What follows belongs to an exercise in optimizing a design on an open flow for small area; a production flow would make more cautious choices. RTL that was checked went through simulation tests only; none was proved equivalent to the original.

==> module mlp_top, before the edit <==
module mlp_top (
    input  logic                  clk,
    input  logic                  rst,
    input  logic                  wb_cyc,
    input  logic                  wb_stb,
    input  logic                  wb_we,
    input  logic [2-1:0] wb_adr,
    input  mlp_pkg::word_t        wb_dat_i,
    output mlp_pkg::word_t        wb_dat_o,
    output logic                  wb_ack,
    output logic                  result_valid,
    output mlp_pkg::word_t        sig_value,
    output logic                  class_out
);
    logic [15:0] x1, x2;
    logic [7:0]  cnt;
    logic [1:0]  adr_q;
    logic [3:0]  vld;
    logic        access, launch;
    assign access = wb_cyc && wb_stb && !wb_ack;
    assign launch = access && wb_we && (wb_adr == 2'd1);
    always_ff @(posedge clk)
    begin
        if (rst)
        begin
            wb_ack       <= 1'b0;
            x1           <= '0;
            x2           <= '0;
            cnt          <= '0;
            vld          <= '0;
            result_valid <= 1'b0;
        end
        else
        begin
            wb_ack       <= access;
            vld          <= {vld[2:0], launch};
            result_valid <= vld[3];
            if (access && wb_we && wb_adr == 2'd0)
                x1 <= wb_dat_i;
            if (launch)
            begin
                x2  <= wb_dat_i;
                cnt <= cnt + 1'b1;
            end
        end
    end
    always_ff @(posedge clk)
    begin
        if (access)
            adr_q <= wb_adr;
    end
    always_comb
    begin
        case (adr_q)
            2'd0:    wb_dat_o = x1;
            2'd1:    wb_dat_o = x2;
            2'd2:    wb_dat_o = {8'h00, cnt};
            default: wb_dat_o = '0;
        endcase
    end
    function automatic logic [15:0] relu(input logic [15:0] v);
        relu = v[15] ? '0 : v;
    endfunction
    function automatic logic [31:0] csa(input logic [15:0] p, input logic [15:0] q, input logic [15:0] r);
        logic [15:0] k;
        k = (p & q) | (p & r) | (q & r);
        csa = {k[14:0], 1'b0, p ^ q ^ r};
    endfunction
    function automatic logic [31:0] add2c(input logic [15:0] p, input logic [15:0] q);
        logic [15:0] g, t, h;
        g = p & q;
        t = p ^ q;
        h = t;
        for (int d = 1; d < 16; d = d * 2)
            for (int i = 2 * d - 1; i < 16; i += 2 * d)
            begin
                g[i] = g[i] | (t[i] & g[i - d]);
                t[i] = t[i] & t[i - d];
            end
        for (int d = 4; d >= 1; d = d / 2)
            for (int i = 3 * d - 1; i < 16; i += 2 * d)
            begin
                g[i] = g[i] | (t[i] & g[i - d]);
                t[i] = t[i] & t[i - d];
            end
        add2c = {h ^ {g[14:0] | t[14:0], 1'b1}, h ^ {g[14:0], 1'b0}};
    endfunction
    function automatic logic [15:0] add(input logic [15:0] p, input logic [15:0] q);
        logic [31:0] r;
        r = add2c(p, q);
        add = r[15:0];
    endfunction
    function automatic logic [15:0] add7(input logic [15:0] v);
        logic [15:0] r;
        logic        k;
        r[2:0] = v[2:0] - 3'd1;
        k = |v[2:0];
        for (int i = 3; i < 16; i++)
        begin
            r[i] = v[i] ^ k;
            k = k & v[i];
        end
        add7 = r;
    endfunction
    function automatic logic [15:0] add5(input logic [15:0] p, input logic [15:0] q, input logic [15:0] r,
                                         input logic [15:0] w, input logic [15:0] v);
        logic [31:0] s, u, x;
        s = csa(p, q, r);
        u = csa(s[15:0], s[31:16], w);
        x = csa(u[15:0], u[31:16], v);
        add5 = add(x[15:0], x[31:16]);
    endfunction
    function automatic logic [15:0] addr(input logic [15:0] p, input logic [15:0] q, input logic ci);
        logic k;
        k = ci;
        for (int i = 0; i < 16; i++)
        begin
            addr[i] = p[i] ^ q[i] ^ k;
            k = (p[i] & q[i]) | (k & (p[i] ^ q[i]));
        end
    endfunction
    function automatic logic [15:0] add3(input logic [15:0] p, input logic [15:0] q, input logic [15:0] r);
        logic [31:0] s;
        s = csa(p, q, r);
        add3 = add(s[15:0], s[31:16]);
    endfunction
    function automatic logic [15:0] add4(input logic [15:0] p, input logic [15:0] q, input logic [15:0] r,
                                         input logic [15:0] w);
        logic [31:0] s, u;
        s = csa(p, q, r);
        u = csa(s[15:0], s[31:16], w);
        add4 = add(u[15:0], u[31:16]);
    endfunction
    logic [15:0] fa, d;
    logic [14:0] a_q, p_q;
    logic        fb_q, fc_q;
    assign fa = addr(x1, x2, 1'b1);
    assign d  = addr(x1, ~x2, 1'b0);
    always_ff @(posedge clk)
    begin
        a_q  <= fa[15] ? ~fa[14:0] : '0;
        p_q  <= d[15] ? ~d[14:0] : d[14:0];
        fb_q <= ~d[15];
        fc_q <= d[15] ^ (&d[14:0]);
    end
    logic        ph;
    logic [14:0] b_q, k_q;
    logic [15:0] a, b, bx, k2, m_op, v_op;
    logic [15:0] z, um, ut, u2, u3, u4;
    logic [15:0] acc_s, acc_c, fb_s, fb_c;
    logic [31:0] l0, l1, l2, l3, l4;
    assign ph  = vld[1];
    assign b_q = fb_q ? p_q : '0;
    assign k_q = fc_q ? (fb_q ? '0 : p_q) : 15'd1;
    assign a   = {1'b0, a_q};
    assign b   = {1'b0, b_q};
    assign bx  = ph ? ~b : b;
    assign k2  = {k_q[14:0], 1'b0};
    assign m_op = ph ? {~k_q[14:0], 1'b0} : {~k_q[13:0], 2'b11};
    assign v_op = ph ? {~k_q[14:0], 1'b1} : 16'hFFFE;
    always_comb
    begin
        z  = add3(a, b, m_op);
        um = relu(z);
        ut = relu(~add7(z));
        if (ph)
            ut = ut << 1;
        u2 = relu(add4(a, a << 1, b, v_op));
        if (ph)
            u2 = u2 << 1;
        u3 = relu(add4(a, bx, k2, 16'hFFFC));
        u4 = add3(a, bx, 16'd4);
        u4 = u4[15] ? ~u4 : '0;
    end
    assign fb_s = ph ? '0 : acc_s;
    assign fb_c = ph ? '0 : acc_c;
    always_comb
    begin
        l0 = csa(fb_s, fb_c, um);
        l1 = csa(u2, u3, u4);
        l2 = csa(l0[15:0], l0[31:16], l1[15:0]);
        l3 = csa(l2[15:0], l2[31:16], l1[31:16]);
        l4 = csa(l3[15:0], l3[31:16], ut);
    end
    always_ff @(posedge clk)
    begin
        acc_s <= l4[15:0];
        acc_c <= l4[31:16];
    end
    logic [15:0] s;
    logic [9:0]  e_d, e_q;
    assign s = addr(acc_s, acc_c, 1'b0);
    logic lt1, lt2, lt3;
    assign lt1 = s[15:10] == 6'd0;
    assign lt2 = s[15:12] == 4'd0 && !(s[11] && (s[10] || s[9] || (s[8] && s[7])));
    assign lt3 = s[15:13] == 3'd0 && !(s[12] && (s[11] || s[10]));
    always_comb
    begin
        if (lt1)
            e_d = {2'b00, s[9:2]};
        else if (lt2)
            e_d = {2'b01, ~s[10], s[9:3]};
        else if (lt3)
            e_d = {3'b011, ~(s[11] ^ s[10]), ~s[10], s[9:5]};
        else
            e_d = 10'd512;
    end
    always_ff @(posedge clk)
    begin
        e_q <= e_d;
    end
    assign sig_value = {5'b00000, e_q[9], ~e_q[9], e_q[8:0]};
    assign class_out = |e_q;
endmodule
==> flow/config.mk <==
export PLATFORM = sky130hd
export DESIGN_NAME = mlp_top
export DESIGN_NICKNAME = mlp_top
export VERILOG_FILES = /design/flow/design.v
export SDC_FILE = /design/flow/constraint.sdc
export NUM_CORES = 4
export LEC_CHECK = 0
export CAP_MARGIN = 20
export CORE_MARGIN = 2
export CORE_UTILIZATION = 70
export CTS_BUF_LIST = sky130_fd_sc_hd__clkbuf_4 sky130_fd_sc_hd__clkbuf_8
export CTS_CLUSTER_DIAMETER = 100
export CTS_CLUSTER_SIZE = 30
export PLACE_DENSITY = 0.75
export SLEW_MARGIN = 20
==> flow/constraint.sdc <==
create_clock -name core_clock -period 7.0 [get_ports {clk}]
set_input_delay 1.4000 -clock core_clock [delete_from_list [all_inputs] [get_ports {clk}]]
set_output_delay 1.4000 -clock core_clock [all_outputs]
set_load 0.01 [all_outputs]
run.sh (not shown) runs the stock make flow with config.mk's settings and CLKGATE_MAP_FILE= SYNTH_SCRIPT=/design/flow/synth_recipe.tcl, a recipe that flattens the netlist after the stock synthesis.
==> next run, changes <==
--- a/flow/design.v
+++ b/flow/design.v
@@ -129,13 +129,4 @@
         add5 = add(x[15:0], x[31:16]);
     endfunction
-    function automatic logic [15:0] addr(input logic [15:0] p, input logic [15:0] q, input logic ci);
-        logic k;
-        k = ci;
-        for (int i = 0; i < 16; i++)
-        begin
-            addr[i] = p[i] ^ q[i] ^ k;
-            k = (p[i] & q[i]) | (k & (p[i] ^ q[i]));
-        end
-    endfunction
     function automatic logic [15:0] add3(input logic [15:0] p, input logic [15:0] q, input logic [15:0] r);
         logic [31:0] s;
@@ -150,9 +141,11 @@
         add4 = add(u[15:0], u[31:16]);
     endfunction
+    logic [31:0] sa;
     logic [15:0] fa, d;
     logic [14:0] a_q, p_q;
     logic        fb_q, fc_q;
-    assign fa = addr(x1, x2, 1'b1);
-    assign d  = addr(x1, ~x2, 1'b0);
+    assign sa = add2c(x1, x2);
+    assign fa = sa[31:16];
+    assign d  = add(x1, ~x2);
     always_ff @(posedge clk)
     begin
@@ -208,5 +201,5 @@
     logic [15:0] s;
     logic [9:0]  e_d, e_q;
-    assign s = addr(acc_s, acc_c, 1'b0);
+    assign s = add(acc_s, acc_c);
     logic lt1, lt2, lt3;
     assign lt1 = s[15:10] == 6'd0;
Global-route usage decreases by 1.4 points.
Non-clock buffer count decreases by 4.
Setup slack improves by 0.058 ns.
Flip-flop and latch count does not change.
Critical path depth decreases by 1.
Cell area increases by a few percent.
Cell count increases by roughly a tenth.
Routed wire length increases slightly.
Core utilization decreases by 1.8 points.
Hold slack improves by 0.0092 ns.
Sequential share of layout area decreases by 0.79 points.
Register-to-register slack improves by 0.06 ns.

* * *

Another version of the RTL of mlp_top (not shown whole).
For scale: about 1,600 cells after synthesis, about 130 flip-flops, ~58 I/O pins, roughly 0.014 mm^2 of cells after synthesis.
==> module mlp_top, before the edit <==
module mlp_top (
    input  logic                  clk,
    input  logic                  rst,
    input  logic                  wb_cyc,
    input  logic                  wb_stb,
    input  logic                  wb_we,
    input  logic [2-1:0] wb_adr,
    input  mlp_pkg::word_t        wb_dat_i,
    output mlp_pkg::word_t        wb_dat_o,
    output logic                  wb_ack,
    output logic                  result_valid,
    output mlp_pkg::word_t        sig_value,
    output logic                  class_out
);
    logic [15:0] x1, x2;
    logic [7:0]  cnt;
    logic [1:0]  adr_q;
    logic [3:0]  vld;
    logic        access, launch;
    assign access = wb_cyc && wb_stb && !wb_ack;
    assign launch = access && wb_we && (wb_adr == 2'd1);
    always_ff @(posedge clk)
    begin
        if (rst)
        begin
            wb_ack       <= 1'b0;
            x1           <= '0;
            x2           <= '0;
            cnt          <= '0;
            vld          <= '0;
            result_valid <= 1'b0;
        end
        else
        begin
            wb_ack       <= access;
            vld          <= {vld[2:0], launch};
            result_valid <= vld[3];
            if (access && wb_we && wb_adr == 2'd0)
                x1 <= wb_dat_i;
            if (launch)
            begin
                x2  <= wb_dat_i;
                cnt <= cnt + 1'b1;
            end
        end
    end
    always_ff @(posedge clk)
    begin
        if (access)
            adr_q <= wb_adr;
    end
    always_comb
    begin
        case (adr_q)
            2'd0:    wb_dat_o = x1;
            2'd1:    wb_dat_o = x2;
            2'd2:    wb_dat_o = {8'h00, cnt};
            default: wb_dat_o = '0;
        endcase
    end
    function automatic logic [15:0] relu(input logic [15:0] v);
        relu = v[15] ? '0 : v;
    endfunction
    function automatic logic [31:0] csa(input logic [15:0] p, input logic [15:0] q, input logic [15:0] r);
        logic [15:0] k;
        k = (p & q) | (p & r) | (q & r);
        csa = {k[14:0], 1'b0, p ^ q ^ r};
    endfunction
    function automatic logic [31:0] add2c(input logic [15:0] p, input logic [15:0] q);
        logic [15:0] g, t, h;
        g = p & q;
        t = p ^ q;
        h = t;
        for (int d = 1; d < 16; d = d * 2)
            for (int i = 2 * d - 1; i < 16; i += 2 * d)
            begin
                g[i] = g[i] | (t[i] & g[i - d]);
                t[i] = t[i] & t[i - d];
            end
        for (int d = 4; d >= 1; d = d / 2)
            for (int i = 3 * d - 1; i < 16; i += 2 * d)
            begin
                g[i] = g[i] | (t[i] & g[i - d]);
                t[i] = t[i] & t[i - d];
            end
        add2c = {h ^ {g[14:0] | t[14:0], 1'b1}, h ^ {g[14:0], 1'b0}};
    endfunction
    function automatic logic [15:0] add(input logic [15:0] p, input logic [15:0] q);
        logic [31:0] r;
        r = add2c(p, q);
        add = r[15:0];
    endfunction
    function automatic logic [15:0] add7(input logic [15:0] v);
        logic [15:0] r;
        logic        k;
        r[2:0] = v[2:0] - 3'd1;
        k = |v[2:0];
        for (int i = 3; i < 16; i++)
        begin
            r[i] = v[i] ^ k;
            k = k & v[i];
        end
        add7 = r;
    endfunction
    function automatic logic [15:0] add3(input logic [15:0] p, input logic [15:0] q, input logic [15:0] r);
        logic [31:0] s;
        s = csa(p, q, r);
        add3 = add(s[15:0], s[31:16]);
    endfunction
    function automatic logic [15:0] add4(input logic [15:0] p, input logic [15:0] q, input logic [15:0] r,
                                         input logic [15:0] w);
        logic [31:0] s, u;
        s = csa(p, q, r);
        u = csa(s[15:0], s[31:16], w);
        add4 = add(u[15:0], u[31:16]);
    endfunction
    logic [31:0] sa, sbc;
    logic [15:0] fa, b_raw, e;
    logic [14:0] a_q, b_q, c_q;
    assign sa    = add2c(x1, x2);
    assign fa    = sa[31:16];
    assign sbc   = add2c(x1, ~x2);
    assign b_raw = sbc[15:0];
    assign e     = sbc[31:16];
    always_ff @(posedge clk)
    begin
        a_q <= fa[15] ? ~fa[14:0] : '0;
        b_q <= b_raw[15] ? '0 : b_raw[14:0];
        c_q <= e[15] ? ~e[14:0] : '0;
    end
    logic        ph;
    logic [15:0] a, b, c, c2, c4;
    logic [15:0] z, um, ut, u2, u3, u4;
    logic [15:0] acc_s, acc_c, fb_s, fb_c;
    logic [31:0] l0, l1, l2, l3, l4;
    assign ph = vld[1];
    assign a  = {1'b0, a_q};
    assign b  = {1'b0, b_q};
    assign c  = {1'b0, c_q};
    assign c2 = {c_q, 1'b0};
    assign c4 = {c_q[13:0], 2'b00};
    always_comb
    begin
        z  = add4(a, b, ph ? ~c2 : ~c4, ph ? 16'hFFFD : 16'hFFFC);
        um = relu(z);
        ut = relu(~add7(z));
        if (ph)
            ut = ut << 1;
        u2 = relu(add4(a, a << 1, b, ph ? ~c2 - 16'd2 : 16'hFFFE));
        if (ph)
            u2 = u2 << 1;
        u3 = relu(add4(a, ph ? ~b : b, c2, 16'hFFFE));
        u4 = relu(add4(~a, ph ? b : ~b, 16'hFFFD, 16'h0000));
    end
    assign fb_s = ph ? '0 : acc_s;
    assign fb_c = ph ? '0 : acc_c;
    always_comb
    begin
        l0 = csa(fb_s, fb_c, um);
        l1 = csa(u2, u3, u4);
        l2 = csa(l0[15:0], l0[31:16], l1[15:0]);
        l3 = csa(l2[15:0], l2[31:16], l1[31:16]);
        l4 = csa(l3[15:0], l3[31:16], ut);
    end
    always_ff @(posedge clk)
    begin
        acc_s <= l4[15:0];
        acc_c <= l4[31:16];
    end
    logic [15:0] s;
    logic [9:0]  e_d, e_q;
    assign s = add(acc_s, acc_c);
    always_comb
    begin
        if (s < 16'd1024)
            e_d = {2'b00, s[9:2]};
        else if (s < 16'd2432)
            e_d = 10'((s >> 3) + 16'd128);
        else if (s < 16'd5120)
            e_d = 10'((s >> 5) + 16'd352);
        else
            e_d = 10'd512;
    end
    always_ff @(posedge clk)
    begin
        e_q <= e_d;
    end
    assign sig_value = {5'b00000, e_q[9], ~e_q[9], e_q[8:0]};
    assign class_out = |e_q;
endmodule
clock: 7.0 ns
lec_check: 0
cap_margin: 20
core_margin: 2
core_utilization: 70
cts_buf_list: sky130_fd_sc_hd__clkbuf_4 sky130_fd_sc_hd__clkbuf_8
cts_cluster_diameter: 100
cts_cluster_size: 30
place_density: 0.75
slew_margin: 20
==> next run, changes <==
--- a/flow/design.v
+++ b/flow/design.v
@@ -85,9 +85,8 @@
         csa = {k[14:0], 1'b0, p ^ q ^ r};
     endfunction
-    function automatic logic [31:0] add2c(input logic [15:0] p, input logic [15:0] q);
-        logic [15:0] g, t, h;
+    function automatic logic [15:0] add(input logic [15:0] p, input logic [15:0] q);
+        logic [15:0] g, t;
         g = p & q;
         t = p ^ q;
-        h = t;
         for (int d = 1; d < 16; d = d * 2)
             for (int i = 2 * d - 1; i < 16; i += 2 * d)
@@ -102,10 +101,5 @@
                 t[i] = t[i] & t[i - d];
             end
-        add2c = {h ^ {g[14:0] | t[14:0], 1'b1}, h ^ {g[14:0], 1'b0}};
-    endfunction
-    function automatic logic [15:0] add(input logic [15:0] p, input logic [15:0] q);
-        logic [31:0] r;
-        r = add2c(p, q);
-        add = r[15:0];
+        add = (p ^ q) ^ {g[14:0], 1'b0};
     endfunction
     function automatic logic [15:0] add7(input logic [15:0] v);
@@ -133,17 +127,14 @@
         add4 = add(u[15:0], u[31:16]);
     endfunction
-    logic [31:0] sa, sbc;
-    logic [15:0] fa, b_raw, e;
+    logic [15:0] a_raw, b_raw, c_raw;
     logic [14:0] a_q, b_q, c_q;
-    assign sa    = add2c(x1, x2);
-    assign fa    = sa[31:16];
-    assign sbc   = add2c(x1, ~x2);
-    assign b_raw = sbc[15:0];
-    assign e     = sbc[31:16];
-    always_ff @(posedge clk)
-    begin
-        a_q <= fa[15] ? ~fa[14:0] : '0;
+    assign a_raw = add(~x1, ~x2);
+    assign b_raw = add( x1, ~x2);
+    assign c_raw = add(~x1,  x2);
+    always_ff @(posedge clk)
+    begin
+        a_q <= a_raw[15] ? '0 : a_raw[14:0];
         b_q <= b_raw[15] ? '0 : b_raw[14:0];
-        c_q <= e[15] ? ~e[14:0] : '0;
+        c_q <= c_raw[15] ? '0 : c_raw[14:0];
     end
     logic        ph;
Effect:
- The changed run ran to the end with no violations
- design area climbs by 0.77%
- die area climbs by about 1.9%
- clock skew drops by 0.015 ns
- flip-flop and latch count stays the same
Function was not checked in any run of this note: the RTL went through the layout flow alone.

what the ideal ports hide:
How much do the figures lean on ideal ports? The routed layouts below were timed once more, with nothing changed but the port constraints. Step 1 sets driving cells, clkbuf_16 on the clock port and buf_2 on the other inputs (assumed; they add their load-dependent delay and slew). Step 2 adds t to the input delays and takes it off the output delays; t is the mean of the earliest and latest rising clock arrival at the registers after step 1. Input paths then give back, and output paths get back, about the clock's delay inside the block. Slacks: ideal ports / drivers / drivers and shift; pairs: ideal ports / drivers.
| run | t, ns | setup slack, ns | worst setup path after step 2 | clock arrival spread, ns | worst data-port slew with drivers (ns) |
|---|---|---|---|---|---|
| the first run of note 1 | 0.493 | 0.259 / 0.259 / 0.259 | register to register | 0.015 / 0.015 | 0.03 |
| the second run of note 1 | 0.497 | 0.316 / 0.316 / 0.316 | register to register | 0.016 / 0.016 | 0.03 |
| the first run of note 2 | 0.497 | 0.269 / 0.269 / 0.269 | register to register | 0.036 / 0.036 | 0.03 |
| the second run of note 2 | 0.514 | 0.295 / 0.295 / 0.295 | register to register | 0.021 / 0.021 | 0.04 |
After both steps every run listed still meets setup and hold.
